This design comes from an exercise in tuning for small area, a short achievable clock period and few clock cycles per item on the open sky130 flow, not from production work.
RTL that was checked went through simulation tests only; none was proved equivalent to the original.
The RTL of runs 7 and 8 was laid out without a check of its function.

## flow/design.v (module list and top-level ports; edited modules follow where they fit)
// module muldiv_unit: 165 lines
// module md_cneg: 18 lines
// module md_add: 58 lines
// module mul_array: 591 lines
// module ex_stage_muldiv: 112 lines
module ex_stage_muldiv
#(
  parameter int unsigned XLEN    = 32,
  parameter int unsigned MUL_LAT = 2
) (
  input  logic            clk,
  input  logic            rst_n,
  input  logic [3:0]      ALUCode_ex,
  input  logic            ALUSrcA_ex,
  input  logic [1:0]      ALUSrcB_ex,
  input  logic [XLEN-1:0] Imm_ex,
  input  logic [XLEN-1:0] PC_ex,
  input  logic [4:0]      rs1Addr_ex,
  input  logic [4:0]      rs2Addr_ex,
  input  logic [XLEN-1:0] rs1Data_ex,
  input  logic [XLEN-1:0] rs2Data_ex,
  input  logic [XLEN-1:0] ALUResult_mem,
  input  logic [4:0]      rdAddr_mem,
  input  logic            RegWrite_mem,
  input  logic [XLEN-1:0] RegWriteData_wb,
  input  logic [4:0]      rdAddr_wb,
  input  logic            RegWrite_wb,
  input  logic            MdValid_ex,
  input  logic [2:0]      MdOp_ex,
  input  logic            Flush_ex,
  output logic [XLEN-1:0] ALUResult_ex,
  output logic [XLEN-1:0] MemWriteData_ex,
  output logic [XLEN-1:0] ALU_A,
  output logic [XLEN-1:0] ALU_B,
  output logic            Stall_ex,
  output logic            MdBusy
);
  // ...
==> flow/flow/run.sh <==
#!/bin/bash
# The standard layout (standard.sh), except that the port buffers are plain buf_2 cells
# instead of the delay buffers buffer_ports picks by default. Every port still gets a buffer.
# make's full output goes to standard.log; ORFS's per-step logs stay under orfs/logs.
export BUFFER_PORTS_ARGS="-buffer_cell sky130_fd_sc_hd__buf_2"
bash standard.sh > standard.log 2>&1
==> flow/standard.sh <==
#!/bin/bash
# synth_recipe.tcl (not shown) runs the flow's synth.tcl, then flattens the netlist and writes it again
# the make line also repeats each setting of config.mk as NAME=value (left out here)
make -C /OpenROAD-flow-scripts/flow DESIGN_CONFIG=/design/flow/config.mk WORK_HOME=/design/flow/orfs CLKGATE_MAP_FILE= SYNTH_SCRIPT=/design/flow/synth_recipe.tcl "${@:-finish}"
==> flow/config.mk <==
export PLATFORM = sky130hd
export DESIGN_NAME = ex_stage_muldiv
export DESIGN_NICKNAME = ex_stage_muldiv
export VERILOG_FILES = /design/flow/design.v
export SDC_FILE = /design/flow/constraint.sdc
export NUM_CORES = 4
export LEC_CHECK = 0
export ABC_AREA = 1
export CAP_MARGIN = 20
export CORE_MARGIN = 2
export CORE_UTILIZATION = 40
export PLACE_DENSITY = 0.7
export SETUP_SLACK_MARGIN = 4
export SLEW_MARGIN = 20
export TNS_END_PERCENT = 0
==> flow/constraint.sdc <==
create_clock -name core_clock -period 16.0 [get_ports {clk}]
set_input_delay 3.2000 -clock core_clock [delete_from_list [all_inputs] [get_ports {clk}]]
set_output_delay 3.2000 -clock core_clock [all_outputs]
set_load 0.01 [all_outputs]
==> impl_metrics.env, run 1 <==
export IMPL_synthMostInstantiatedCell="nand2_1"
export IMPL_met1_length_microns=76400
export IMPL_synth_edf_count=42
export IMPL_final_common_cell="nand2_1"
export IMPL_clockNetworkAreaShare=0.0145
export IMPL_clkLatencyLatePin_ps=440
export IMPL_final_antenna_net_count=0
export IMPL_dominant_cell_class="multi-input combinational cells"
export IMPL_worstPathRequired_ps=12800
export IMPL_synth_seq_area_share=0.0705
export IMPL_firstDrtPassIters=6
export IMPL_synthXorXnorAreaFrac=0.0947
export IMPL_totalWireLength_microns=211000
export IMPL_vias=46300
export IMPL_timing_hold_ws_ps=500
export IMPL_status="timing/DRC/antenna clean"
export IMPL_h_tree_depth=4
export IMPL_syn_num_nets=6616
export IMPL_slowest_delay_ps=800
export IMPL_initialDrtViolationCount=7524
export IMPL_avgSynthCellArea_sq_um=6.58
export IMPL_synth_cells=5841
export IMPL_synth_top_area_cell="fa_1"
export IMPL_cpMostUsedCell="nand2_1"
export IMPL_synth_area_leaders="fa_1, nand2_1, xor2_1"
export IMPL_dp_cells=7275
export IMPL_core_area_sq_um=95200
export IMPL_met2_usage=0.588
export IMPL_min_period_ps=12030
Testbench counts, summed over its fixed seeds: cycles 23,621, instrs 12,000.
==> inputs of run 2 (changes only) <==
--- a/flow/config.mk
+++ b/flow/config.mk
@@ -9,7 +9,6 @@
 export CAP_MARGIN = 20
 export CORE_MARGIN = 2
 export CORE_UTILIZATION = 40
-export PLACE_DENSITY = 0.7
-export SETUP_SLACK_MARGIN = 4
+export SETUP_SLACK_MARGIN = 4.5
 export SLEW_MARGIN = 20
 export TNS_END_PERCENT = 0
==> run 2 against run 1 <==
  * Design area increased by 3.0%
  * Global-route usage increased by 1.4 points
  * Maximum frequency increased by 4.1%
==> impl_metrics.env, run 2 <==
export IMPL_cts_buffers=17
export IMPL_clock_path_buffers=2
export IMPL_setup_slack_ps=4450
export IMPL_status="timing/DRC/antenna clean"
export IMPL_vias=46200
export IMPL_synth_edf_count=42
export IMPL_fmax_mhz=86.6
export IMPL_drc=0
export IMPL_root_buffer="clkbuf_16"
export IMPL_synthMostInstantiatedCell="nand2_1"
export IMPL_grt_pass1_wl_microns=305000
export IMPL_wire_per_inst_microns=29.3
export IMPL_ctsHoldBuffers=0
export IMPL_syn_num_nets=6616
export IMPL_skew_ps=10.5
export IMPL_antenna_found_initial=25
export IMPL_synth_cells=5841
export IMPL_drv_slew=0
export IMPL_tightestPinTransition_ps=1270
export IMPL_rr_worst_depth=29
export IMPL_die_area_sq_um=98600
export IMPL_setup_viol=0
export IMPL_grt_max_degree=85
export IMPL_slowest_delay_ps=540
export IMPL_grt_pass1_vias=42500
export IMPL_nets=6924
export IMPL_synth_top_area_cell="fa_1"
export IMPL_fp_dieH_microns=314
export IMPL_synth_distinct_cells=84
export IMPL_cp_start_kind="register"
export IMPL_synth_seq_area_share=0.0705
export IMPL_final_antenna_net_count=0
export IMPL_crit_path_top_delay_cell="fa_1"
export IMPL_start_util=0.404
export IMPL_via_per_inst=6.20
export IMPL_maxCapViolCount=0
export IMPL_fin_crit_sh=0.722
export IMPL_yosys_top_cells_count="nand2_1, inv_1, o21ai_0, xor2_1, fa_1"
export IMPL_synthArstFlopShare=0.0175
export IMPL_whs_path_depth=1
export IMPL_final_common_cell="nand2_1"
export IMPL_h_tree_depth=4
export IMPL_io_pins=358
export IMPL_gp_congestion=1.08
export IMPL_final_cell_mix="nand2_1, inv_1, o21ai_0"
export IMPL_finalSetupTns_ps=0
export IMPL_netlist_area_sq_um=38500
export IMPL_firstDrtPassIters=6
export IMPL_port_buffers=357
export IMPL_grtUsageTotal=0.424
export IMPL_fillers=10000
export IMPL_hold_path_class="reg2reg"
export IMPL_ys_flop_type="dfxtp_1"
export IMPL_relSlewSlack=0.144
export IMPL_yosys_warnings=11
export IMPL_drive_gt1_frac=0.174
export IMPL_rsz0062_at_grt="yes"
export IMPL_cts_tree="yes"
export IMPL_synth_seq_cells=114
export IMPL_cts_sinks=114
export IMPL_path_clk_slew_ps=70
export IMPL_dp_hpwl_microns=169000
export IMPL_grt_remaining_overflow=0
export IMPL_crit_fanout=20
export IMPL_totalWireLength_microns=218000
export IMPL_critical_path_class="reg2out"
export IMPL_die_x_microns=314
export IMPL_reg_largest_list="u_muldiv.dq: 32 flops, u_muldiv.qq: 32 flops, u_muldiv.rq: 32 flops"
export IMPL_hold_viol_final=0
export IMPL_avgSynthCellArea_sq_um=6.58
export IMPL_end_kind="output pin"
export IMPL_rows=113
export IMPL_syn_to_final_growth_pct=16.3
export IMPL_initialDrtViolationCount=6460
export IMPL_arrival_ps=8350
export IMPL_min_period_ps=11550
export IMPL_synth_area_leaders="fa_1, nand2_1, xor2_1"
export IMPL_preCtsSetupSlack_ps=2830
export IMPL_core_area_sq_um=95200
export IMPL_worstPathRequired_ps=12800
export IMPL_cpMostUsedCell="fa_1"
export IMPL_clkLatencyLatePin_ps=450
export IMPL_synth_top_area_frac=0.158
[run 2: changes by cell type in the layout (fill, tap and decap cells not counted), moves of 10 or more]
cell     before   now
a21oi_1     239   229
buf_4       176   216
buf_6         2    19
inv_1       748   733
inv_2        39    58
nand2_1    1308  1290
nand2_4      18    28
[run 2: layout make-up]
cell class / instances / area (sq um) / share of cell area
multi-input combinational: 4551 / 32300 / 0.722
timing repair buffer: 618 / 4170 / 0.0933
inverter: 843 / 3260 / 0.0729
sequential: 114 / 2730 / 0.0611
tap: 1265 / 1580 / 0.0354
clock buffer: 18 / 450 / 0.0101
clock inverter: 14 / 130 / 0.00291
antenna: 21 / 52.6 / 0.00118
timing repair inverter: 4 / 36.3 / 0.000811
[run 2: logic make-up (layout without fill, tap and decap cells)]
group,count (synthesis),count (layout),share of synthesized area
AND/OR/NAND/NOR,2044,2053,0.232
AO/OA/AOI/OAI,1529,1529,0.242
buffers and inverters,1185,1497,0.120
adder cells (fa/ha/maj),547,547,0.237
XOR/XNOR,409,409,0.0947
flip-flops,114,114,0.0705
multiplexers,13,13,0.00338
other,0,21,0
[run 2: worst paths after layout]
| path | slack (ps) | startpoint | end |
|---|---|---|---|
| min in group asynchronous | 2610 | rst_n | u_muldiv.st[0]$_DFFE_PN0P_ |
| setup / recovery | 4450 | u_muldiv.qq[3]$_DFF_P_ | ALUResult_ex[1] |
| setup reg to reg | 8970 | u_muldiv.qq[3]$_DFF_P_ | u_muldiv.rq[22]$_DFF_P_ |
| max in group asynchronous | 13180 | rst_n | u_muldiv.st[1]$_DFFE_PN0P_ |
| hold reg to reg | 500 | u_muldiv.pos[1]$_DFF_P_ | u_muldiv.pos[1]$_DFF_P_ |
| hold / removal | 500 | u_muldiv.pos[1]$_DFF_P_ | u_muldiv.pos[1]$_DFF_P_ |
[run 2: timing repair]
item | 4_1_cts | 5_1_grt
buffers inserted | 30 | 64
setup endpoints to repair | 33 | 34
gates cloned | 7 | 13
gates resized for setup | 129 | 184
pin swaps | 14 | 59
[run 2: through the flow]
stage	cells	utilization	hold WS, ps	instance area (sq um)
after floorplan	5841	-	449	38500
after CTS	7350	0.453	483	43100
after global routing	7434	0.470	495	44700
final	7448	0.470	496	44700
after detailed placement	7281	0.438	475	41700
after global placement	7281	0.438	473	41700
[run 2: layer usage]
metal	track usage	wire [microns]	vias to the layer above
li1	-	-	20200
met1	0.544	82300	21900
met2	0.629	91100	3360
met3	0.0896	25200	746
met4	0.307	19400	12
met5	0	71	-
[run 2: worst max-delay path, delay by kind of cell (launching register included)]
kind                     cells  cell delay (ps)
buffers and inverters        5              610
AO/OA/AOI/OAI               10             2290
flip-flops                   1              490
AND/OR/NAND/NOR              6              890
XOR/XNOR                     2              550
adder cells (fa/ha/maj)      7             3010
==> inputs of run 3 (changes only) <==
--- a/flow/config.mk
+++ b/flow/config.mk
@@ -9,6 +9,6 @@
 export CAP_MARGIN = 20
 export CORE_MARGIN = 2
 export CORE_UTILIZATION = 40
-export SETUP_SLACK_MARGIN = 4.5
+export SETUP_SLACK_MARGIN = 4
 export SLEW_MARGIN = 20
 export TNS_END_PERCENT = 0
==> run 3 against run 2 <==
  * Critical endpoint is now ALUResult_ex[18]
  * Worst setup slack got worse by 390 ps
  * Non-clock buffer count decreased by 54
  * Critical path type unchanged
==> impl_metrics.env, run 3 <==
export IMPL_status="timing/DRC/antenna clean"
export IMPL_initialDrtViolationCount=6207
export IMPL_firstDrtPassIters=6
export IMPL_min_period_ps=11940
export IMPL_slowest_delay_ps=510
export IMPL_path_clk_slew_ps=60
export IMPL_die_area_sq_um=98600
export IMPL_grt_pass1_wl_microns=303000
export IMPL_clkLatencyLatePin_ps=460
export IMPL_fillers=10100
export IMPL_hold_viol_final=0
export IMPL_skew_ps=13.9
export IMPL_gp_congestion=1.08
export IMPL_wire_per_inst_microns=28.9
export IMPL_synthMostInstantiatedCell="nand2_1"
export IMPL_end_kind="output pin"
export IMPL_synth_top_area_frac=0.158
export IMPL_h_tree_depth=4
export IMPL_drive_gt1_frac=0.148
export IMPL_rows=113
export IMPL_antenna_found_initial=26
export IMPL_arrival_ps=8740
export IMPL_syn_to_final_growth_pct=12.5
export IMPL_ctsHoldBuffers=0
export IMPL_worstPathRequired_ps=12800
export IMPL_setup_viol=0
export IMPL_cts_buffers=17
export IMPL_rsz0062_at_grt="yes"
export IMPL_synth_area_leaders="fa_1, nand2_1, xor2_1"
export IMPL_cp_start_kind="register"
export IMPL_crit_fanout=19
export IMPL_synth_top_area_cell="fa_1"
export IMPL_fmax_mhz=83.7
export IMPL_crit_path_top_delay_cell="fa_1"
export IMPL_grt_remaining_overflow=0
export IMPL_final_antenna_net_count=0
export IMPL_vias=45300
export IMPL_io_pins=358
export IMPL_core_area_sq_um=95200
export IMPL_tightestPinTransition_ps=1260
export IMPL_grt_pass1_vias=42200
export IMPL_synth_distinct_cells=84
export IMPL_critical_path_class="reg2out"
export IMPL_relSlewSlack=0.160
export IMPL_fp_dieH_microns=314
export IMPL_finalSetupTns_ps=0
export IMPL_final_common_cell="nand2_1"
export IMPL_synth_edf_count=42
export IMPL_fin_crit_sh=0.746
export IMPL_maxCapViolCount=0
export IMPL_syn_num_nets=6616
export IMPL_synth_seq_area_share=0.0705
export IMPL_synthArstFlopShare=0.0175
export IMPL_yosys_top_cells_count="nand2_1, inv_1, o21ai_0, xor2_1, fa_1"
export IMPL_via_per_inst=6.13
export IMPL_root_buffer="clkbuf_16"
export IMPL_drc=0
export IMPL_ys_flop_type="dfxtp_1"
export IMPL_reg_largest_list="u_muldiv.dq: 32 flops, u_muldiv.qq: 32 flops, u_muldiv.rq: 32 flops"
export IMPL_clock_path_buffers=2
export IMPL_netlist_area_sq_um=38500
export IMPL_avgSynthCellArea_sq_um=6.58
export IMPL_grt_max_degree=85
export IMPL_synth_cells=5841
export IMPL_nets=6863
export IMPL_hold_path_class="reg2reg"
export IMPL_cts_sinks=114
export IMPL_port_buffers=357
export IMPL_die_x_microns=314
export IMPL_totalWireLength_microns=213000
export IMPL_final_cell_mix="nand2_1, inv_1, o21ai_0"
export IMPL_drv_slew=0
export IMPL_synth_seq_cells=114
export IMPL_cts_tree="yes"
export IMPL_yosys_warnings=11
export IMPL_dp_hpwl_microns=169000
export IMPL_grtUsageTotal=0.420
export IMPL_start_util=0.404
export IMPL_cpMostUsedCell="fa_1"
run 3: cell count changes in the layout (fill, tap and decap cells not counted), sizes merged, moves of 3 or more:
cell,change
inv,-5
clkbuf,-7
clkinvlp,-3
diode,-3
buf,-47
clkinv,+5
run 3: path summary, 6_finish.rpt:
kind                                           start                    endpoint  slack, ps  cells after the start
setup / recovery           u_muldiv.dq[12]$_DFFE_PP_            ALUResult_ex[18]       4060                     28
hold reg to reg              u_muldiv.pos[1]$_DFF_P_     u_muldiv.pos[1]$_DFF_P_        490                      1
hold / removal               u_muldiv.pos[1]$_DFF_P_     u_muldiv.pos[1]$_DFF_P_        490                      1
setup reg to reg           u_muldiv.dq[12]$_DFFE_PP_     u_muldiv.rq[29]$_DFF_P_       8770                     28
min in group asynchronous                      rst_n  u_muldiv.st[0]$_DFFE_PN0P_       2600                      1
max in group asynchronous                      rst_n  u_muldiv.st[1]$_DFFE_PN0P_      13190                      1
run 3: metal layers:
layer | GRT usage | share of wire
met1 | 0.539 | 0.38
met2 | 0.621 | 0.42
met3 | 0.0934 | 0.11
met4 | 0.305 | 0.088
met5 | 0 | 0.00061
run 3: critical path: cells and delay by family (launching register included):
kind	cells	cell delay [ps]
fa+ha+maj	6	2660
compound gates	9	1930
buf+inv	7	1600
simple gates	4	840
xor+xnor	2	720
flops	1	470
run 3: layout make-up:
class	instances	area, sq um	share of cell area
Antenna cell	18	45.0	0.00104
Clock buffer	18	450	0.0104
Clock inverter	14	130	0.00301
Inverter	843	3220	0.0745
Multi-Input combinational cell	4547	31600	0.731
Sequential cell	114	2730	0.0630
Tap cell	1265	1580	0.0366
Timing Repair Buffer	564	3450	0.0799
Timing Repair inverter	1	5.00	0.000116
run 3: stage by stage:
stage | util | std cells | hold slack [ps] | setup slack (ps) | area (sq um)
after floorplan | - | 5841 | 449 | 5400 | 38500
after global placement | 0.438 | 7281 | 473 | 2980 | 41700
after detailed placement | 0.438 | 7281 | 475 | 2830 | 41700
after CTS | 0.447 | 7326 | 483 | 3860 | 42500
after global routing | 0.454 | 7375 | 495 | 3850 | 43200
final | 0.455 | 7384 | 487 | 4060 | 43300
run 3: what timing repair did:
action                                  CTS  global route
endpoints found under the setup margin   32            34
buffers inserted                          9            38
gates cloned                              4             2
pin swaps                                 4            11
endpoints found under the hold margin     0             0
resized for setup                        37            87
run 3: kinds of logic after synthesis:
kind of cell | synth area share
XOR/XNOR | 0.0947
AND/OR/NAND/NOR | 0.232
flip-flops | 0.0705
adder cells (fa/ha/maj) | 0.237
multiplexers | 0.00338
buffers and inverters | 0.120
AO/OA/AOI/OAI | 0.242
==> inputs of run 4 (changes only) <==
--- a/flow/config.mk
+++ b/flow/config.mk
@@ -11,4 +11,3 @@
 export CORE_UTILIZATION = 40
 export SETUP_SLACK_MARGIN = 4
 export SLEW_MARGIN = 20
-export TNS_END_PERCENT = 0
==> run 4 against run 3 <==
  * Global-route usage about the same
  * Critical path type is now in2out
  * Still clean
  * Largest cell class unchanged
  * First-iteration DRC count decreased by 0.16%
==> impl_metrics.env, run 4 <==
export IMPL_fin_crit_sh=0.739
export IMPL_hold_path_class="reg2reg"
export IMPL_port_buffers=357
export IMPL_end_kind="output pin"
export IMPL_synthMostInstantiatedCell="nand2_1"
export IMPL_io_pins=358
export IMPL_crit_fanout=22
export IMPL_tightestPinTransition_ps=1230
export IMPL_synth_top_area_cell="fa_1"
export IMPL_hold_viol_final=0
export IMPL_synth_distinct_cells=84
export IMPL_synth_area_leaders="fa_1, nand2_1, xor2_1"
export IMPL_arrival_ps=8630
export IMPL_syn_num_nets=6616
export IMPL_firstDrtPassIters=6
export IMPL_syn_to_final_growth_pct=12.7
export IMPL_synth_top_area_frac=0.158
export IMPL_synthArstFlopShare=0.0175
export IMPL_finalSetupTns_ps=0
export IMPL_grt_remaining_overflow=0
export IMPL_start_util=0.404
export IMPL_gp_congestion=1.08
export IMPL_synth_edf_count=42
export IMPL_drive_gt1_frac=0.150
export IMPL_cpMostUsedCell="nand2_1"
export IMPL_final_cell_mix="nand2_1, inv_1, o21ai_0"
export IMPL_reg_largest_list="u_muldiv.dq: 32 flops, u_muldiv.qq: 32 flops, u_muldiv.rq: 32 flops"
export IMPL_synth_cells=5841
export IMPL_drv_slew=0
export IMPL_relSlewSlack=0.158
export IMPL_final_common_cell="nand2_1"
export IMPL_final_cell_count_no_fill=7391
export IMPL_min_period_ps=11830
export IMPL_skew_ps=14.9
export IMPL_slowest_delay_ps=430
export IMPL_initialDrtViolationCount=6197
export IMPL_via_per_inst=6.15
export IMPL_grt_pass1_wl_microns=303000
export IMPL_vias=45400
export IMPL_clkLatencyLatePin_ps=450
export IMPL_die_area_sq_um=98600
export IMPL_final_antenna_net_count=0
export IMPL_path_clk_slew_ps=60
export IMPL_fp_dieH_microns=314
export IMPL_root_buffer="clkbuf_16"
export IMPL_netlist_area_sq_um=38500
export IMPL_crit_path_top_delay_cell="ha_1"
export IMPL_critical_path_class="in2out"
export IMPL_met3_usage=0.0919
export IMPL_grt_max_degree=85
export IMPL_worstPathRequired_ps=12800
export IMPL_status="timing/DRC/antenna clean"
export IMPL_wire_per_inst_microns=28.9
export IMPL_yosys_top_cells_count="nand2_1, inv_1, o21ai_0, xor2_1, fa_1"
export IMPL_fmax_mhz=84.5
export IMPL_grtUsageTotal=0.420
export IMPL_setup_viol=0
export IMPL_fillers=10100
export IMPL_antenna_found_initial=24
export IMPL_dp_cells=7281
export IMPL_rsz0062_at_grt="yes"
export IMPL_cts_buffers=17
export IMPL_synth_seq_cells=114
export IMPL_cts_sinks=114
export IMPL_top_usage_layer="met2"
export IMPL_worst_path_buf_inv=6
export IMPL_nets=6867
export IMPL_met2_usage=0.622
export IMPL_drc=0
export IMPL_avgSynthCellArea_sq_um=6.58
export IMPL_maxCapViolCount=0
export IMPL_grt_pass1_vias=42300
export IMPL_yosys_warnings=11
export IMPL_use_met1=0.539
export IMPL_clock_path_buffers=2
export IMPL_cts_tree="yes"
export IMPL_rows=113
export IMPL_die_x_microns=314
export IMPL_ctsHoldBuffers=0
export IMPL_cp_start_kind="input port"
export IMPL_totalWireLength_microns=214000
export IMPL_core_area_sq_um=95200
export IMPL_dp_hpwl_microns=169000
export IMPL_ys_flop_type="dfxtp_1"
export IMPL_h_tree_depth=4
export IMPL_synth_seq_area_share=0.0705
export IMPL_path_delay_family="simple AND/OR/NAND/NOR gates"
==> run 4: cell families (layout without fill, tap and decap cells) <==
logic type	count (synthesis)	count (layout)	synth area share
AND/OR/NAND/NOR	2044	2050	0.232
AO/OA/AOI/OAI	1529	1529	0.242
buffers and inverters	1185	1443	0.120
adder cells (fa/ha/maj)	547	547	0.237
XOR/XNOR	409	409	0.0947
flip-flops	114	114	0.0705
multiplexers	13	13	0.00338
other	0	21	0
==> run 4: final timing paths <==
check / from / endpoint / slack [ps] / cells past startpoint
max: rdAddr_wb[2] / ALUResult_ex[30] / 4170 / 30
min: u_muldiv.pos[1]$_DFF_P_ / u_muldiv.pos[1]$_DFF_P_ / 500 / 1
max reg2reg: u_muldiv.dq[12]$_DFFE_PP_ / u_muldiv.rq[26]$_DFF_P_ / 8910 / 27
min reg2reg: u_muldiv.pos[1]$_DFF_P_ / u_muldiv.pos[1]$_DFF_P_ / 500 / 1
max in group asynchronous: rst_n / u_muldiv.st[1]$_DFFE_PN0P_ / 13180 / 1
min in group asynchronous: rst_n / u_muldiv.st[0]$_DFFE_PN0P_ / 2600 / 1
==> run 4: timing repair <==
action                                  CTS  global route
endpoints found under the setup margin   32            33
cloned                                    4             5
resized for setup                        50            90
pin swaps                                 4            14
buffers inserted                          9            39
==> run 4: per-stage QoR <==
step | instance area, sq um | utilization | setup slack [ps] | hold WS [ps]
final | 43400 | 0.456 | 4170 | 496
after global routing | 43300 | 0.455 | 3970 | 495
after CTS | 42600 | 0.447 | 3960 | 483
after detailed placement | 41700 | 0.438 | 2830 | 475
after global placement | 41700 | 0.438 | 2980 | 473
after floorplan | 38500 | - | 5400 | 449
==> run 4: final cells by class <==
| type | count | area (sq um) | area share |
|---|---|---|---|
| multi-input cells | 4548 | 31700 | 0.731 |
| diodes | 21 | 52.6 | 0.00121 |
| repair inverters | 3 | 22.5 | 0.000519 |
| repair buffers | 565 | 3460 | 0.0798 |
| inverters | 843 | 3230 | 0.0746 |
| flip-flops and latches | 114 | 2730 | 0.0629 |
| clock buffers | 18 | 450 | 0.0104 |
| well taps | 1265 | 1580 | 0.0365 |
| clock inverters | 14 | 130 | 0.00300 |
==> run 4: layer usage <==
metal	up-vias	wire length [microns]
li1	20100	-
met1	21500	82400
met2	3198	89200
met3	694	23800
met4	10	18300
met5	-	76
==> inputs of run 5 (changes only) <==
--- a/flow/config.mk
+++ b/flow/config.mk
@@ -8,6 +8,6 @@
 export ABC_AREA = 1
 export CAP_MARGIN = 20
 export CORE_MARGIN = 2
-export CORE_UTILIZATION = 40
+export CORE_UTILIZATION = 50
 export SETUP_SLACK_MARGIN = 4
 export SLEW_MARGIN = 20
==> run 5 against run 4 <==
  * Non-clock buffer count decreased by 27
  * Register-to-register slack got worse by 340 ps
  * Count of clock-buffer cells in the layout decreased by 1
  * First-iteration DRC count increased by 4.6%
  * Flip-flop and latch count unchanged
  * Worst setup slack got worse by 110 ps
  * Critical endpoint unchanged
  * Highest routed layer unchanged
==> impl_metrics.env, run 5 <==
export IMPL_status="timing/DRC/antenna clean"
export IMPL_netlist_area_sq_um=38500
export IMPL_synth_area_leaders="fa_1, nand2_1, xor2_1"
export IMPL_gp_congestion=1.08
export IMPL_worstPathRequired_ps=12800
export IMPL_drc=0
export IMPL_ys_flop_type="dfxtp_1"
export IMPL_start_util=0.506
export IMPL_totalWireLength_microns=205000
export IMPL_die_area_sq_um=79200
export IMPL_finish_instance_area_sq_um=42900
export IMPL_end_kind="output pin"
export IMPL_io_pins=358
export IMPL_cts_sinks=114
export IMPL_port_buffers=357
export IMPL_timing_hold_ws_ps=498
export IMPL_crit_fanout=30
export IMPL_clock_path_buffers=2
export IMPL_syn_num_nets=6616
export IMPL_final_common_cell="nand2_1"
export IMPL_rows=101
export IMPL_wire_per_inst_microns=28.7
export IMPL_reg_largest_list="u_muldiv.dq: 32 flops, u_muldiv.qq: 32 flops, u_muldiv.rq: 32 flops"
export IMPL_hold_viol_final=0
export IMPL_arrival_ps=8740
export IMPL_tightestPinTransition_ps=1240
export IMPL_place_area_sq_um=41400
export IMPL_syn_to_final_growth_pct=11.5
export IMPL_fillers=7806
export IMPL_synth_top_area_cell="fa_1"
export IMPL_fp_dieH_microns=281
export IMPL_cts_tree="yes"
export IMPL_grt_pass1_vias=42700
export IMPL_synthMostInstantiatedCell="nand2_1"
export IMPL_synth_top_area_frac=0.158
export IMPL_vias=45800
export IMPL_preCtsSetupSlack_ps=3130
export IMPL_yosys_warnings=11
export IMPL_root_buffer="clkbuf_16"
export IMPL_initialDrtViolationCount=6481
export IMPL_cp_start_kind="input port"
export IMPL_rsz0062_at_grt="yes"
export IMPL_path_clk_slew_ps=60
export IMPL_synth_seq_area_share=0.0705
export IMPL_synth_seq_cells=114
export IMPL_h_tree_depth=4
export IMPL_drive_gt1_frac=0.146
export IMPL_setup_slack_ps=4060
export IMPL_via_per_inst=6.41
export IMPL_finalSetupTns_ps=0
export IMPL_die_x_microns=281
export IMPL_fin_crit_sh=0.746
export IMPL_synth_edf_count=42
export IMPL_yosys_top_cells_count="nand2_1, inv_1, o21ai_0, xor2_1, fa_1"
export IMPL_synthArstFlopShare=0.0175
export IMPL_hold_path_class="reg2reg"
export IMPL_setup_viol=0
export IMPL_min_period_ps=11940
export IMPL_clkLatencyLatePin_ps=460
export IMPL_final_antenna_net_count=0
export IMPL_final_cell_count_no_fill=7134
export IMPL_grt_max_degree=98
export IMPL_antenna_found_initial=32
export IMPL_fmax_mhz=83.8
export IMPL_nets=6839
export IMPL_synth_cells=5841
export IMPL_synth_distinct_cells=84
export IMPL_skew_ps=11.2
export IMPL_firstDrtPassIters=9
export IMPL_relSlewSlack=0.171
export IMPL_dp_cells=7039
export IMPL_grt_pass1_wl_microns=292000
export IMPL_drv_slew=0
export IMPL_core_area_sq_um=76100
export IMPL_grtUsageTotal=0.506
export IMPL_critical_path_class="in2out"
export IMPL_maxCapViolCount=0
export IMPL_avgSynthCellArea_sq_um=6.58
export IMPL_cts_buffers=17
export IMPL_grt_remaining_overflow=0
export IMPL_dp_hpwl_microns=160000
export IMPL_final_cell_mix="nand2_1, inv_1, o21ai_0"
[run 5: cell counts after synthesis]
No cell type changed its count.
[run 5: final cells by class]
cell class	instances	area [sq um]	share of cell area
clock inverters	15	133	0.00309
flip-flops and latches	114	2720	0.0634
repair buffers	538	3320	0.0773
clock buffers	17	425	0.00992
diodes	27	67.6	0.00158
multi-input cells	4549	31700	0.739
repair inverters	1	5.00	0.000117
inverters	843	3260	0.0759
well taps	1030	1290	0.0300
[run 5: timing repair]
| item | CTS | global route |
|---|---|---|
| pin swaps | 6 | 12 |
| hold buffers | 0 | 0 |
| setup buffers | 12 | 15 |
| endpoints found under the setup margin | 32 | 41 |
| cloned | 5 | 4 |
| gates resized for setup | 57 | 89 |
[run 5: kinds of logic after synthesis]
kind of cell,Yosys count,synth area share
adders and majority gates,547,0.237
xor gates and xnor gates,409,0.0947
buffers and inverters,1185,0.120
AOI/OAI and AO/OA,1529,0.242
DFF,114,0.0705
and+or+nand+nor,2044,0.232
muxes,13,0.00338
[run 5: worst max-delay path, cell delays in order]
cell	delay, ps
buf_2	130
xor2_1	180
nor2_4	350
nand2_8	240
o211ai_1	270
o21ai_1	140
o22ai_1	930
xor2_1	190
ha_1	460
nand4_1	280
nor4_2	270
nand4_1	140
nand2_1	250
nand3_1	100
nand2_1	130
a31oi_2	140
o21ai_1	220
nand3_1	100
nand2_1	110
nand2_1	60
nand3_1	110
nand2_1	140
nor2_1	110
nand3_1	220
buf_2	260
[run 5: worst paths after layout]
check / slack, ps / to / cells after the start / start
min reg2reg: 500 / u_muldiv.pos[1]$_DFF_P_ / 1 / u_muldiv.pos[1]$_DFF_P_
max in group asynchronous: 13210 / u_muldiv.st[1]$_DFFE_PN0P_ / 1 / rst_n
max: 4060 / ALUResult_ex[30] / 25 / rs2Addr_ex[3]
min in group asynchronous: 2590 / u_muldiv.st[0]$_DFFE_PN0P_ / 1 / rst_n
max reg2reg: 8570 / u_muldiv.rq[29]$_DFF_P_ / 30 / u_muldiv.dq[11]$_DFFE_PP_
min: 500 / u_muldiv.pos[1]$_DFF_P_ / 1 / u_muldiv.pos[1]$_DFF_P_
[run 5: metrics by stage]
stage	util
finish	0.564
global route	0.563
CTS	0.556
detailed placement	0.544
global placement	0.543
floorplan	-
[run 5: metal layers]
layer,share of wire,global-route usage,vias up,wire (microns)
met1,0.36,0.614,21400,73100
met3,0.12,0.128,912,25200
met4,0.10,0.433,18,21300
met2,0.42,0.749,3394,85000
met5,0.00057,0,-,116
li1,-,-,20000,-
==> inputs of run 6 (changes only) <==
--- a/flow/config.mk
+++ b/flow/config.mk
@@ -5,9 +5,9 @@
 export SDC_FILE = /design/flow/constraint.sdc
 export NUM_CORES = 4
 export LEC_CHECK = 0
-export ABC_AREA = 1
+export ABC_AREA = 0
 export CAP_MARGIN = 20
 export CORE_MARGIN = 2
-export CORE_UTILIZATION = 50
+export CORE_UTILIZATION = 40
 export SETUP_SLACK_MARGIN = 4
 export SLEW_MARGIN = 20
==> run 6 against run 5 <==
  * Area after synthesis is 23% higher
  * Worst setup slack worse by 170 ps
  * Maximum frequency is 1.4% lower
  * Clock skew is 4.7 ps higher
  * Critical path depth is 6 higher
  * Design area is 26% higher
  * Register-to-register slack worse by 190 ps
  * Critical endpoint is now ALUResult_ex[1]
  * Largest cell class unchanged
==> impl_metrics.env, run 6 <==
export IMPL_status="timing/DRC/antenna clean"
export IMPL_crit_path_top_delay_cell="fa_2"
export IMPL_netlist_area_sq_um=47300
export IMPL_initialDrtViolationCount=9676
export IMPL_synth_seq_cells=114
export IMPL_end_kind="output pin"
export IMPL_synth_top_area_cell="fa_1"
export IMPL_cp_start_kind="register"
export IMPL_preCtsSetupSlack_ps=2490
export IMPL_clock_path_buffers=2
export IMPL_cpMostUsedCell="buf_4"
export IMPL_finalSetupTns_ps=0
export IMPL_cts_sinks=114
export IMPL_antenna_found_initial=24
export IMPL_drv_slew=0
export IMPL_drive_gt1_frac=0.193
export IMPL_final_antenna_net_count=0
export IMPL_grt_max_degree=103
export IMPL_arrival_ps=8910
export IMPL_root_buffer="clkbuf_16"
export IMPL_drc=0
export IMPL_path_clk_slew_ps=50
export IMPL_cts_tree="yes"
export IMPL_grt_pass1_vias=53500
export IMPL_ctsHoldBuffers=0
export IMPL_crit_start="u_muldiv.qq[7]$_DFF_P_"
export IMPL_avgSynthCellArea_sq_um=7.11
export IMPL_syn_num_nets=7422
export IMPL_totalWireLength_microns=280000
export IMPL_rsz0062_at_grt="yes"
export IMPL_die_area_sq_um=121000
export IMPL_min_period_ps=12110
export IMPL_dp_cells=8054
export IMPL_fin_crit_sh=0.757
export IMPL_hold_viol_final=0
export IMPL_crit_fanout=30
export IMPL_skew_ps=15.9
export IMPL_worstPathRequired_ps=12800
export IMPL_reg_largest_list="u_muldiv.dq: 32 flops, u_muldiv.qq: 32 flops, u_muldiv.rq: 32 flops"
export IMPL_synthMostInstantiatedCell="nand2_1"
export IMPL_hold_path_class="reg2reg"
export IMPL_setup_slack_ps=3890
export IMPL_synth_top_area_frac=0.128
export IMPL_critical_path_class="reg2out"
export IMPL_synth_area_leaders="fa_1, ha_1, a21oi_1"
export IMPL_final_cell_mix="nand2_1, a21oi_1, nor2_1"
export IMPL_rows=126
export IMPL_tightestPinTransition_ps=1270
export IMPL_start_util=0.402
export IMPL_slowest_delay_ps=620
export IMPL_via_per_inst=7.10
export IMPL_fmax_mhz=82.6
export IMPL_fp_dieH_microns=348
export IMPL_yosys_warnings=11
export IMPL_rr_startpoint="u_muldiv.qq[7]$_DFF_P_"
export IMPL_finish_instance_area_sq_um=54000
export IMPL_maxCapViolCount=0
export IMPL_firstDrtPassIters=9
export IMPL_cts_buffers=17
export IMPL_synth_seq_area_share=0.0574
export IMPL_io_pins=358
export IMPL_grt_pass1_wl_microns=390000
export IMPL_h_tree_depth=4
export IMPL_setup_viol=0
export IMPL_grt_remaining_overflow=0
export IMPL_synth_distinct_cells=126
export IMPL_syn_to_final_growth_pct=14.3
export IMPL_synth_edf_count=42
export IMPL_final_cell_count_no_fill=8273
export IMPL_ys_flop_type="dfxtp_1"
export IMPL_final_common_cell="nand2_1"
export IMPL_port_buffers=357
export IMPL_grtUsageTotal=0.437
export IMPL_gp_congestion=1.07
export IMPL_wire_per_inst_microns=33.9
export IMPL_die_x_microns=348
export IMPL_place_area_sq_um=49900
export IMPL_vias=58800
export IMPL_core_area_sq_um=118000
export IMPL_dp_hpwl_microns=204000
export IMPL_synthArstFlopShare=0.0175
export IMPL_fillers=12000
export IMPL_synth_cells=6647
export IMPL_hold_start="u_muldiv.pos[1]$_DFF_P_"
export IMPL_yosys_top_cells_count="nand2_1, a21oi_1, nor2_1, clkbuf_1, o21ai_0"
export IMPL_nets=7488
export IMPL_clkLatencyLatePin_ps=450
export IMPL_relSlewSlack=0.148
export IMPL_timing_hold_ws_ps=473
[run 6: cells by family (layout without fill, tap and decap cells)]
group,after synthesis,in the layout,share of synthesized area
AND/OR/NAND/NOR,1841,1845,0.180
multiplexers,252,252,0.0616
adder cells (fa/ha/maj),550,550,0.194
AO/OA/AOI/OAI,2539,2540,0.364
flip-flops,114,114,0.0574
XOR/XNOR,268,268,0.0500
buffers and inverters,1083,1157,0.0933
other,0,11,0
[run 6: critical path, delay by kind of cell (launching register included)]
family	cells	cell delay (ps)
xor+xnor	1	620
compound gates	11	2690
flops	1	410
mux	1	320
simple gates	5	630
fa+ha+maj	6	2600
buf+inv	7	1160
[run 6: layer usage]
layer	wire [microns]	share of wire	up-vias	GRT usage
li1	-	-	24800	-
met1	102000	0.36	28200	0.538
met2	119000	0.42	4643	0.668
met3	33000	0.12	1124	0.101
met4	26800	0.096	22	0.321
met5	152	0.00054	-	0
[run 6: final cells by class]
type,count,area [sq um],share of cell area
flip-flops and latches,114,2760,0.0510
clock inverters,11,61.3,0.00113
repair buffers,741,5600,0.104
inverters,384,1550,0.0287
well taps,1536,1920,0.0356
clock buffers,21,472,0.00873
diodes,11,27.5,0.000509
multi-input cells,5455,41600,0.771
[run 6: worst paths after layout]
check | end | slack, ps | cells past startpoint
worst max register to register | u_muldiv.rq[22]$_DFF_P_ | 8380 | 31
min in group asynchronous | u_muldiv.st[1]$_DFFE_PN0P_ | 2600 | 1
max in group asynchronous | u_muldiv.st[1]$_DFFE_PN0P_ | 13210 | 1
worst min-delay path | u_muldiv.pos[1]$_DFF_P_ | 470 | 1
worst max-delay path | ALUResult_ex[1] | 3890 | 31
worst min register to register | u_muldiv.pos[1]$_DFF_P_ | 470 | 1
[run 6: repair_timing]
action | in CTS | in global routing
resized for setup | 215 | 223
buffers inserted | 83 | 70
gates cloned | 11 | 10
setup endpoints to repair | 32 | 32
pin swaps | 45 | 99
[run 6: metrics by stage]
stage / utilization
2_1_floorplan: -
3_5_place_dp: 0.424
6_report: 0.459
5_1_grt: 0.459
3_3_place_gp: 0.424
4_1_cts: 0.444
==> module muldiv_unit, before the edit <==
module muldiv_unit (
  input  logic        clk,
  input  logic        rst_n,
  input  logic        md_valid,
  input  logic [2:0]  md_op,
  input  logic        flush,
  input  logic [31:0] op_a,
  input  logic [31:0] op_b,
  output logic        stall,
  output logic        busy,
  output logic        done,      
  output logic        owns,      
  output logic [31:0] result     
);
  localparam logic [2:0] MD_MUL    = 3'd0;
  localparam logic [2:0] MD_MULH   = 3'd1;
  localparam logic [2:0] MD_MULHSU = 3'd2;
  localparam logic [2:0] MD_MULHU  = 3'd3;
  localparam logic [1:0] S_IDLE = 2'd0;
  localparam logic [1:0] S_M1   = 2'd1;   
  localparam logic [1:0] S_M2   = 2'd3;   
  localparam logic [1:0] S_DIV  = 2'd2;   
  function automatic [5:0] lzc32(input [31:0] x);
    integer i;
    begin
      lzc32 = 6'd32;
      for (i = 0; i < 32; i = i + 1) if (x[i]) lzc32 = 31 - i;
    end
  endfunction
  logic [1:0]  st;
  logic [31:0] rq, qq, dq;      
  logic        aq_hi;           
  logic        b15, p16;        
  logic        bx;              
  logic        mul_hi;          
  logic        m_short;         
  logic [5:0]  pos;             
  logic        op_rem, q_neg, r_neg, q_ones;
  logic        idle, start, is_div, d_q0, fast;
  assign idle   = (st == S_IDLE);
  assign start  = idle && md_valid;
  assign is_div = md_op[2];
  assign fast   = is_div && d_q0;     
  logic        a_sgn, b_sgn;
  logic [32:0] m_a;
  logic [16:0] m_b;
  logic [32:0] m_acc;
  logic        m_x;
  logic [48:0] cs_s, cs_c, m_out;
  logic        m_co;
  assign a_sgn = (md_op != MD_MULHU);
  assign b_sgn = ~md_op[1];
  logic [32:0] a_ext, b_ext, mc_ext, mp_ext;
  logic        a_fit, b_fit, swap;
  assign a_ext  = {a_sgn & op_a[31], op_a};
  assign b_ext  = {b_sgn & op_b[31], op_b};
  assign a_fit  = (&a_ext[32:15]) | ~(|a_ext[32:15]);
  assign b_fit  = (&b_ext[32:15]) | ~(|b_ext[32:15]);
  assign swap   = a_fit & ~b_fit;
  assign mc_ext = swap ? b_ext : a_ext;      
  assign mp_ext = swap ? a_ext : b_ext;      
  assign m_a   = {aq_hi, dq};
  assign m_b   = {qq[15:0], b15 & st[1]};
  assign m_acc = st[1] ? {rq[31], rq, p16} : 33'd0;
  assign m_x   = st[1] & bx;
  mul_array u_arr (.m_a(m_a), .m_b(m_b), .m_acc(m_acc), .m_x(m_x), .cs_s(cs_s), .cs_c(cs_c));
  md_add #(49) u_cpa (.a(cs_s), .b(cs_c), .ci(1'b0), .s(m_out), .co(m_co));
  logic        d_sgn, d_sa, d_sb, d_bz;
  logic [31:0] d_ma, d_mb;
  logic [5:0]  d_za, d_zb;
  assign d_sgn = ~md_op[0];
  assign d_sa  = d_sgn & op_a[31];
  assign d_sb  = d_sgn & op_b[31];
  md_cneg u_nega (.x(op_a), .en(d_sa), .y(d_ma));
  md_cneg u_negb (.x(op_b), .en(d_sb), .y(d_mb));
  assign d_bz  = (op_b == 32'd0);
  assign d_za  = lzc32(d_ma);
  assign d_zb  = lzc32(d_mb);
  logic [31:0] d_ua, d_ub, d_ub_hi;
  assign d_ua = d_sa ? {op_a[30:0] ^ 31'h7fff_ffff, 1'b1} : op_a;
  assign d_ub = op_b ^ {32{d_sb}};
  always_comb begin
    d_ub_hi[31] = 1'b0;                        
    for (int i = 30; i >= 0; i--) d_ub_hi[i] = d_ub_hi[i+1] | d_ub[i+1];
  end
  assign d_q0  = ~|(d_ua & ~d_ub_hi) & (d_ub_hi[0] | d_ub[0] | d_sb);
  logic [4:0]  sh_amt;
  logic [31:0] d_al;
  assign sh_amt = d_zb[4:0] - d_za[4:0];
  assign d_al   = d_mb << sh_amt;
  logic [31:0] t1, t2, r1, rn, qn, d2;
  logic        c1, c2, ge1, ge2, two, last, pos_neg;
  logic [5:0]  pos_nx;
  assign pos_neg = pos[5];
  assign two  = ~pos_neg & (pos != 6'd0);
  assign last = pos_neg | (pos[4:1] == 4'd0);
  md_add #(32) u_sub1 (.a(rq), .b(~dq), .ci(1'b1), .s(t1), .co(c1));
  assign ge1  = c1 & ~pos_neg;
  assign r1   = ge1 ? t1 : rq;
  assign d2   = {1'b0, dq[31:1]};
  md_add #(32) u_sub2 (.a(r1), .b(~d2), .ci(1'b1), .s(t2), .co(c2));
  assign ge2  = c2 & two;
  assign rn   = ge2 ? t2 : r1;
  assign qn   = two ? {qq[29:0], ge1, ge2} : {qq[30:0], ge1};
  assign pos_nx = pos - 6'd2;
  logic [31:0] mul_res, div_val, div_res;
  always_comb begin
    case ({st[1], mul_hi})
      2'b00:   mul_res = m_out[31:0];                           
      2'b01:   mul_res = {{15{m_out[48]}}, m_out[48:32]};       
      2'b10:   mul_res = {m_out[15:0], qq[31:16]};              
      default: mul_res = m_out[47:16];                          
    endcase
  end
  assign div_val = op_rem ? rn : qn;
  md_cneg u_negr (.x(div_val), .en(op_rem ? r_neg : q_neg), .y(div_res));
  assign done   = (start && fast) || (st == S_M1 && m_short) || (st == S_M2) || (st == S_DIV && last);
  assign owns   = ~idle | md_valid;
  assign result = idle ? (op_a & {32{md_valid & fast & md_op[1]}}) :
                  st[0] ? mul_res : (div_res | {32{q_ones}});       
  assign stall  = rst_n && !flush && ((start && !fast) || (st == S_M1 && !m_short) ||
                                      (st == S_DIV && !last));
  assign busy   = (st == S_M1 && !m_short) || (st == S_DIV && !last);
  always_ff @(posedge clk or negedge rst_n) begin
    if (!rst_n) begin
      st <= S_IDLE;
    end else if (flush) begin
      st <= S_IDLE;
    end else begin
      case (st)
        S_IDLE:  if (md_valid && !fast) st <= is_div ? S_DIV : S_M1;
        S_M1:    st <= m_short ? S_IDLE : S_M2;
        S_DIV:   if (last) st <= S_IDLE;
        default: st <= S_IDLE;
      endcase
    end
  end
  always_ff @(posedge clk) begin
    rq  <= st[1] ? rn : (st[0] ? m_out[48:17] : d_ma);
    qq  <= st[1] ? qn : (st[0] ? {m_out[15:0], qq[31:16]} : (mp_ext[31:0] & {32{~is_div}}));
    p16 <= m_out[16];
    pos <= idle ? ((d_bz || d_za > d_zb) ? 6'h3f : {1'b0, sh_amt}) : pos_nx;
  end
  always_ff @(posedge clk) begin
    if (start) begin
      if (is_div) begin
        dq     <= d_al;
        op_rem <= md_op[1];
        q_neg  <= d_sa ^ d_sb;
        r_neg  <= d_sa;
        q_ones <= d_bz & ~md_op[1];
      end else begin
        dq     <= mc_ext[31:0];
        aq_hi  <= mc_ext[32];
        b15    <= mp_ext[15];
        bx     <= ~mp_ext[32] & mp_ext[31];
        mul_hi <= (md_op != MD_MUL);
        m_short <= a_fit | b_fit;
        q_ones <= 1'b0;
      end
    end else if (st == S_DIV) begin
      dq  <= {2'b0, dq[31:2]};
    end
  end
endmodule
==> inputs of run 7 (changes only) <==
--- a/flow/design.v
+++ b/flow/design.v
@@ -32,6 +32,7 @@
   logic        aq_hi;           
   logic        b15, p16;        
   logic        bx;              
+  logic        bx1;             
   logic        mul_hi;          
   logic        m_short;         
   logic [5:0]  pos;             
@@ -54,15 +55,15 @@
   logic        a_fit, b_fit, swap;
   assign a_ext  = {a_sgn & op_a[31], op_a};
   assign b_ext  = {b_sgn & op_b[31], op_b};
-  assign a_fit  = (&a_ext[32:15]) | ~(|a_ext[32:15]);
-  assign b_fit  = (&b_ext[32:15]) | ~(|b_ext[32:15]);
+  assign a_fit  = (&a_ext[32:15]) | ~(|a_ext[32:16]);
+  assign b_fit  = (&b_ext[32:15]) | ~(|b_ext[32:16]);
   assign swap   = a_fit & ~b_fit;
   assign mc_ext = swap ? b_ext : a_ext;      
   assign mp_ext = swap ? a_ext : b_ext;      
   assign m_a   = {aq_hi, dq};
   assign m_b   = {qq[15:0], b15 & st[1]};
-  assign m_acc = st[1] ? {rq[31], rq, p16} : 33'd0;
-  assign m_x   = st[1] & bx;
+  assign m_acc = st[1] ? {rq, p16} : 33'd0;
+  assign m_x   = st[1] ? bx : bx1;
   mul_array u_arr (.m_a(m_a), .m_b(m_b), .m_acc(m_acc), .m_x(m_x), .cs_s(cs_s), .cs_c(cs_c));
   md_add #(49) u_cpa (.a(cs_s), .b(cs_c), .ci(1'b0), .s(m_out), .co(m_co));
   logic        d_sgn, d_sa, d_sb, d_bz;
@@ -154,6 +155,7 @@
         aq_hi  <= mc_ext[32];
         b15    <= mp_ext[15];
         bx     <= ~mp_ext[32] & mp_ext[31];
+        bx1    <= ~(|mp_ext[32:16]) & mp_ext[15];    
         mul_hi <= (md_op != MD_MUL);
         m_short <= a_fit | b_fit;
         q_ones <= 1'b0;
--- a/flow/config.mk
+++ b/flow/config.mk
@@ -5,9 +5,10 @@
 export SDC_FILE = /design/flow/constraint.sdc
 export NUM_CORES = 4
 export LEC_CHECK = 0
-export ABC_AREA = 0
+export ABC_AREA = 1
 export CAP_MARGIN = 20
 export CORE_MARGIN = 2
 export CORE_UTILIZATION = 40
 export SETUP_SLACK_MARGIN = 4
 export SLEW_MARGIN = 20
+export TNS_END_PERCENT = 0
==> run 7 against run 6 <==
  * Worst hold slack better by 130 ps
  * Area after synthesis down 19%
  * Design area down 20%
  * Flip-flop and latch count up 1
  * Synthesized cell count down 11%
  * Clock skew up 1.2 ps
  * Sequential share of layout area up 1.3 points
  * Count of clock-buffer cells in the layout down 2
  * Wire length down 23%
  * Die area down 19%
==> impl_metrics.env, run 7 <==
export IMPL_dp_cells=7352
export IMPL_yosys_warnings=11
export IMPL_fin_crit_sh=0.751
export IMPL_clkLatencyLatePin_ps=450
export IMPL_synth_seq_area_share=0.0717
export IMPL_via_per_inst=6.21
export IMPL_rows=113
export IMPL_synth_area_leaders="fa_1, nand2_1, xor2_1"
export IMPL_grtUsageTotal=0.424
export IMPL_place_area_sq_um=41600
export IMPL_nets=6933
export IMPL_antenna_found_initial=18
export IMPL_final_cell_count_no_fill=7442
export IMPL_wire_per_inst_microns=29.0
export IMPL_r2r_slack_ps=8640
export IMPL_grt_remaining_overflow=0
export IMPL_setup_slack_ps=3990
export IMPL_finish_instance_area_sq_um=43300
export IMPL_fmax_mhz=83.3
export IMPL_skew_ps=17.1
export IMPL_critical_path_class="reg2out"
export IMPL_synth_top_area_cell="fa_1"
export IMPL_drv_slew=0
export IMPL_syn_to_final_growth_pct=13.1
export IMPL_reg_largest_list="u_muldiv.dq: 32 flops, u_muldiv.qq: 32 flops, u_muldiv.rq: 32 flops"
export IMPL_port_buffers=357
export IMPL_totalWireLength_microns=216000
export IMPL_synthMostInstantiatedCell="nand2_1"
export IMPL_die_x_microns=313
export IMPL_grt_max_degree=97
export IMPL_status="timing/DRC/antenna clean"
export IMPL_grt_pass1_wl_microns=305000
export IMPL_dp_hpwl_microns=171000
export IMPL_synth_seq_cells=115
export IMPL_hold_path_class="reg2reg"
export IMPL_synth_distinct_cells=73
export IMPL_cts_buffers=17
export IMPL_ys_flop_type="dfxtp_1"
export IMPL_min_period_ps=12010
export IMPL_cts_sinks=115
export IMPL_drive_gt1_frac=0.136
export IMPL_netlist_area_sq_um=38200
export IMPL_setup_viol=0
export IMPL_rsz0062_at_grt="yes"
export IMPL_synth_edf_count=43
export IMPL_path_clk_slew_ps=70
export IMPL_synth_top_area_frac=0.159
export IMPL_h_tree_depth=4
export IMPL_end_kind="output pin"
export IMPL_die_area_sq_um=98100
export IMPL_ctsHoldBuffers=0
export IMPL_gp_congestion=1.09
export IMPL_postLayoutCoreUtil=0.456
export IMPL_final_cell_mix="nand2_1, inv_1, o21ai_0"
export IMPL_start_util=0.403
export IMPL_clock_path_buffers=2
export IMPL_cp_start_kind="register"
export IMPL_worstPathRequired_ps=12800
export IMPL_final_antenna_net_count=0
export IMPL_drc=0
export IMPL_preCtsSetupSlack_ps=2240
export IMPL_core_area_sq_um=94900
export IMPL_arrival_ps=8810
export IMPL_firstDrtPassIters=7
export IMPL_yosys_top_cells_count="nand2_1, inv_1, o21ai_0, xor2_1"
export IMPL_vias=46200
export IMPL_initialDrtViolationCount=7046
export IMPL_io_pins=358
export IMPL_cts_tree="yes"
export IMPL_grt_pass1_vias=42800
export IMPL_tightestPinTransition_ps=1190
export IMPL_root_buffer="clkbuf_16"
export IMPL_syn_num_nets=6681
export IMPL_synthArstFlopShare=0.0174
export IMPL_maxCapViolCount=0
export IMPL_crit_fanout=16
export IMPL_fp_dieH_microns=313
export IMPL_avgSynthCellArea_sq_um=6.47
export IMPL_relSlewSlack=0.203
export IMPL_finalSetupTns_ps=0
export IMPL_synth_cells=5906
export IMPL_hold_viol_final=0
export IMPL_final_common_cell="nand2_1"
## run 7: final cells by class
class                           instances  area [sq um]
Fill cell                           10100         51600
Multi-Input combinational cell       4584         31300
Timing Repair Buffer                  579          3710
Inverter                              859          3300
Sequential cell                       115          2760
Tap cell                             1265          1580
Clock buffer                           19           458
Clock inverter                         13          97.6
Antenna cell                            6          15.0
Timing Repair inverter                  2          10.0
## run 7: critical path: stages (launching register included)
cell and delay (ps):
edfxtp_1 780, inv_1 510, o22ai_1 310, xor2_1 220
fa_1 470, fa_1 500, fa_1 550, fa_1 580
inv_1 70, fa_1 520, ha_1 300, nand2_1 60
o21ai_0 180, inv_1 70, o21ai_0 410, a21o_1 210
a21oi_1 110, o21a_1 190, fa_2 630, o22ai_1 140
a221oi_2 390, nor2_1 170, a221oi_1 250, o211ai_1 130
a221oi_1 250, nand3_1 140, buf_2 180
## run 7: cell families after synthesis
kind of cell,synth area share
AO/OA/AOI/OAI,0.239
flip-flops,0.0717
multiplexers,0.00419
AND/OR/NAND/NOR,0.230
buffers and inverters,0.123
XOR/XNOR,0.0943
adder cells (fa/ha/maj),0.239
## run 7: per-layer routing
| metal | GRT usage | vias to the layer above | part of all wire |
|---|---|---|---|
| met2 | 0.627 | 3383 | 0.41 |
| met1 | 0.547 | 21800 | 0.37 |
| li1 | - | 20200 | - |
| met4 | 0.324 | 18 | 0.095 |
| met5 | 0 | - | 0.00051 |
| met3 | 0.0756 | 786 | 0.12 |
## run 7: final timing paths
kind / start / end / cells past startpoint
worst min-delay path: u_muldiv.qq[31]$_DFF_P_ / u_muldiv.qq[15]$_DFF_P_ / 2
worst min register to register: u_muldiv.qq[31]$_DFF_P_ / u_muldiv.qq[15]$_DFF_P_ / 2
worst max-delay path: u_muldiv.aq_hi$_DFFE_PP_ / ALUResult_ex[14] / 26
max in group asynchronous: rst_n / u_muldiv.st[1]$_DFFE_PN0P_ / 1
min in group asynchronous: rst_n / u_muldiv.st[0]$_DFFE_PN0P_ / 1
worst max register to register: u_muldiv.st[1]$_DFFE_PN0P_ / u_muldiv.rq[18]$_DFF_P_ / 27
## run 7: timing repair
| item | 4_1_cts | 5_1_grt |
|---|---|---|
| setup buffers | 6 | 34 |
| pin swaps | 1 | 19 |
| gates resized for setup | 57 | 107 |
| endpoints found under the setup margin | 33 | 33 |
| hold endpoints to repair | 0 | 0 |
| gates cloned | 3 | 9 |
## run 7: stage by stage
stage	hold WS, ps
2_1_floorplan	481
4_1_cts	566
3_3_place_gp	566
5_1_grt	606
3_5_place_dp	551
6_report	602
==> inputs of run 8 (changes only) <==
--- a/flow/config.mk
+++ b/flow/config.mk
@@ -11,4 +11,3 @@
 export CORE_UTILIZATION = 40
 export SETUP_SLACK_MARGIN = 4
 export SLEW_MARGIN = 20
-export TNS_END_PERCENT = 0
==> run 8 against run 7 <==
  * Still clean
  * Area after synthesis did not move
  * Register-to-register slack worse by 160 ps
  * Flip-flop and latch count is the same
  * Design area up 0.32%
  * Count of clock-buffer cells in the layout did not move
  * Critical path type unchanged
==> impl_metrics.env, run 8 <==
export IMPL_cts_buffers=17
export IMPL_fmax_mhz=83.7
export IMPL_syn_to_final_growth_pct=13.5
export IMPL_syn_num_nets=6681
export IMPL_ctsHoldBuffers=0
export IMPL_crit_path_end="ALUResult_ex[14]"
export IMPL_grt_pass1_vias=43100
export IMPL_synth_area_leaders="fa_1, nand2_1, xor2_1"
export IMPL_rsz0062_at_grt="yes"
export IMPL_synthArstFlopShare=0.0174
export IMPL_muxShareOfSynthArea=0.00419
export IMPL_maxCapViolCount=0
export IMPL_reg_largest_list="u_muldiv.dq: 32 flops, u_muldiv.qq: 32 flops, u_muldiv.rq: 32 flops"
export IMPL_fp_dieH_microns=313
export IMPL_synth_cells=5906
export IMPL_crit_fanout=32
export IMPL_synth_seq_cells=115
export IMPL_path_clk_slew_ps=60
export IMPL_drv_slew=0
export IMPL_h_tree_depth=4
export IMPL_via_per_inst=6.20
export IMPL_crit_path_top_delay_cell="fa_2"
export IMPL_avgSynthCellArea_sq_um=6.47
export IMPL_finalSetupTns_ps=0
export IMPL_drc=0
export IMPL_skew_ps=17.3
export IMPL_critical_path_class="reg2out"
export IMPL_final_antenna_net_count=0
export IMPL_cts_sinks=115
export IMPL_ys_flop_type="dfxtp_1"
export IMPL_synth_top_family_by_area="compound AO/OA/AOI/OAI gates"
export IMPL_yosys_area_share_simple=0.230
export IMPL_port_buffers=357
export IMPL_synth_top_area_frac=0.159
export IMPL_relSlewSlack=0.204
export IMPL_die_area_sq_um=98100
export IMPL_wire_per_inst_microns=28.9
export IMPL_crit_start="u_muldiv.st[1]$_DFFE_PN0P_"
export IMPL_synth_top_area_cell="fa_1"
export IMPL_netlist_area_sq_um=38200
export IMPL_vias=46200
export IMPL_core_area_sq_um=94900
export IMPL_synth_distinct_cells=73
export IMPL_fin_crit_sh=0.746
export IMPL_synth_fa_ha_area_frac=0.239
export IMPL_clock_path_buffers=2
export IMPL_synthXorXnorAreaFrac=0.0943
export IMPL_end_kind="output pin"
export IMPL_clkLatencyLatePin_ps=460
export IMPL_tightestPinTransition_ps=1190
export IMPL_fillers=10100
export IMPL_grt_max_degree=97
export IMPL_arrival_ps=8740
export IMPL_synth_edf_count=43
export IMPL_grt_pass1_wl_microns=306000
export IMPL_io_pins=358
export IMPL_final_cell_mix="nand2_1, inv_1, o21ai_0"
export IMPL_cp_start_kind="register"
export IMPL_worstPathRequired_ps=12800
export IMPL_start_util=0.403
export IMPL_rr_worst_depth=29
export IMPL_cts_tree="yes"
export IMPL_grt_remaining_overflow=0
export IMPL_nets=6937
export IMPL_slowest_delay_ps=620
export IMPL_gp_congestion=1.09
export IMPL_root_buffer="clkbuf_16"
export IMPL_totalWireLength_microns=216000
export IMPL_rows=113
export IMPL_drive_gt1_frac=0.138
export IMPL_r2r_end="u_muldiv.rq[22]$_DFF_P_"
export IMPL_antenna_found_initial=13
export IMPL_yosys_top_cells_count="nand2_1, inv_1, o21ai_0, xor2_1"
export IMPL_hold_viol_final=0
export IMPL_r2r_slack_ps=8480
export IMPL_firstDrtPassIters=7
export IMPL_synth_compound_area_share=0.239
export IMPL_synth_seq_area_share=0.0717
export IMPL_synthMostInstantiatedCell="nand2_1"
export IMPL_yosys_warnings=11
export IMPL_final_common_cell="nand2_1"
export IMPL_initialDrtViolationCount=6604
export IMPL_setup_viol=0
export IMPL_rr_startpoint="u_muldiv.st[1]$_DFFE_PN0P_"
export IMPL_min_period_ps=11940
export IMPL_dp_hpwl_microns=171000
export IMPL_grtUsageTotal=0.425
export IMPL_die_x_microns=313
export IMPL_status="timing/DRC/antenna clean"
export IMPL_hold_path_class="reg2reg"
[run 8: cell types whose count changed in the layout (fill, tap and decap cells not counted), moves of 2 or more]
cell,before,now
o21ai_1,46,48
inv_8,5,3
o21ai_0,535,532
bufbuf_16,0,2
a21oi_1,269,267
o21ai_2,26,24
clkbuf_16,24,21
diode_2,6,13
nand2_2,24,22
o21ai_4,5,8
buf_4,202,207
[run 8: worst min path at each step]
stage	slack (ps)	cells after the start	to	from
finish	600	2	u_muldiv.qq[15]$_DFF_P_	u_muldiv.qq[31]$_DFF_P_
global route	610	2	u_muldiv.qq[15]$_DFF_P_	u_muldiv.qq[31]$_DFF_P_
CTS	570	2	u_muldiv.qq[15]$_DFF_P_	u_muldiv.qq[31]$_DFF_P_
detailed placement	550	2	u_muldiv.qq[15]$_DFF_P_	u_muldiv.qq[31]$_DFF_P_
global placement	570	2	u_muldiv.qq[15]$_DFF_P_	u_muldiv.qq[31]$_DFF_P_
floorplan	480	2	u_muldiv.qq[13]$_DFF_P_	u_muldiv.qq[29]$_DFF_P_
[run 8: layout make-up]
cell class	instances	area (sq um)	area share
Inverter	859	3330	0.0767
Multi-Input combinational cell	4584	31400	0.724
Timing Repair inverter	3	15.0	0.000346
Antenna cell	13	32.5	0.000750
Clock buffer	19	458	0.0106
Sequential cell	115	2760	0.0637
Timing Repair Buffer	582	3720	0.0857
Tap cell	1265	1580	0.0365
Clock inverter	13	97.6	0.00225
[run 8: worst max-delay path, delay by kind of cell (launching register included)]
kind                       cells  cell delay (ps)
AOI/OAI and AO/OA             11             2370
adders and majority gates      6             2840
buffers and inverters          9             1390
DFF                            1              530
and+or+nand+nor                6             1080
[run 8: through the flow]
stage               cell area (sq um)  cells   util  hold WS, ps  setup slack [ps]
finish                          43400   7453  0.457          597              4060
global route                    43400   7447  0.457          606              3910
CTS                             42700   7406  0.450          566              3980
detailed placement              41600   7352  0.438          551              2240
global placement                41600   7351  0.438          566              2200
floorplan                       38200   5906      -          481              4950
[run 8: what timing repair did]
item / 4_1_cts / 5_1_grt
setup endpoints to repair: 33 / 33
pin swaps: 7 / 18
setup buffers: 16 / 28
resized for setup: 95 / 92
cloned: 6 / 6
[run 8: logic make-up after synthesis]
| kind of cell | count (synthesis) |
|---|---|
| and+or+nand+nor | 2069 |
| AOI/OAI and AO/OA | 1538 |
| buffers and inverters | 1211 |
| adders and majority gates | 547 |
| xor gates and xnor gates | 410 |
| DFF | 115 |
| muxes | 16 |
[run 8: routing by layer]
| layer | part of all wire | global-route usage |
|---|---|---|
| met5 | 0.000060 | 0 |
| met1 | 0.37 | 0.545 |
| met2 | 0.41 | 0.632 |
| met4 | 0.098 | 0.324 |
| met3 | 0.12 | 0.0804 |

-- re-timing with driven ports --
The results above use ideal ports. As a check the final layouts listed here were re-extracted and re-timed, cells and wires unchanged. Step 1 assumes that a clkbuf_16 drives the clock port and a buf_2 every other input. Step 2 adds t to the input delays and takes it off the output delays; t is the mean of the earliest and latest rising clock arrival at the registers after step 1. Input paths then give back, and output paths get back, about the clock's delay inside the block. Slacks: no drivers / after step 1 / after step 2; pairs: no drivers / after step 1.
| run | t, ns | setup slack, ns | clock arrival spread, ns | pins driven straight from the clock port |
|---|---|---|---|---|
| run 1 | 0.491 | 3.970 / 3.945 / 3.945 | 0.015 / 0.015 | 1 |
| run 2 | 0.510 | 4.449 / 4.385 / 4.488 | 0.011 / 0.011 | 1 |
| run 3 | 0.505 | 4.059 / 4.003 / 4.129 | 0.014 / 0.014 | 1 |
| run 4 | 0.501 | 4.172 / 4.148 / 4.148 | 0.015 / 0.014 | 1 |
| run 5 | 0.509 | 4.063 / 4.026 / 4.038 | 0.011 / 0.012 | 1 |
| run 6 | 0.509 | 3.891 / 3.822 / 3.895 | 0.015 / 0.016 | 1 |
| run 7 | 0.506 | 3.990 / 3.931 / 4.080 | 0.017 / 0.017 | 1 |
| run 8 | 0.514 | 4.058 / 3.997 / 4.146 | 0.017 / 0.018 | 1 |
After both steps setup and hold are still met in every run listed.
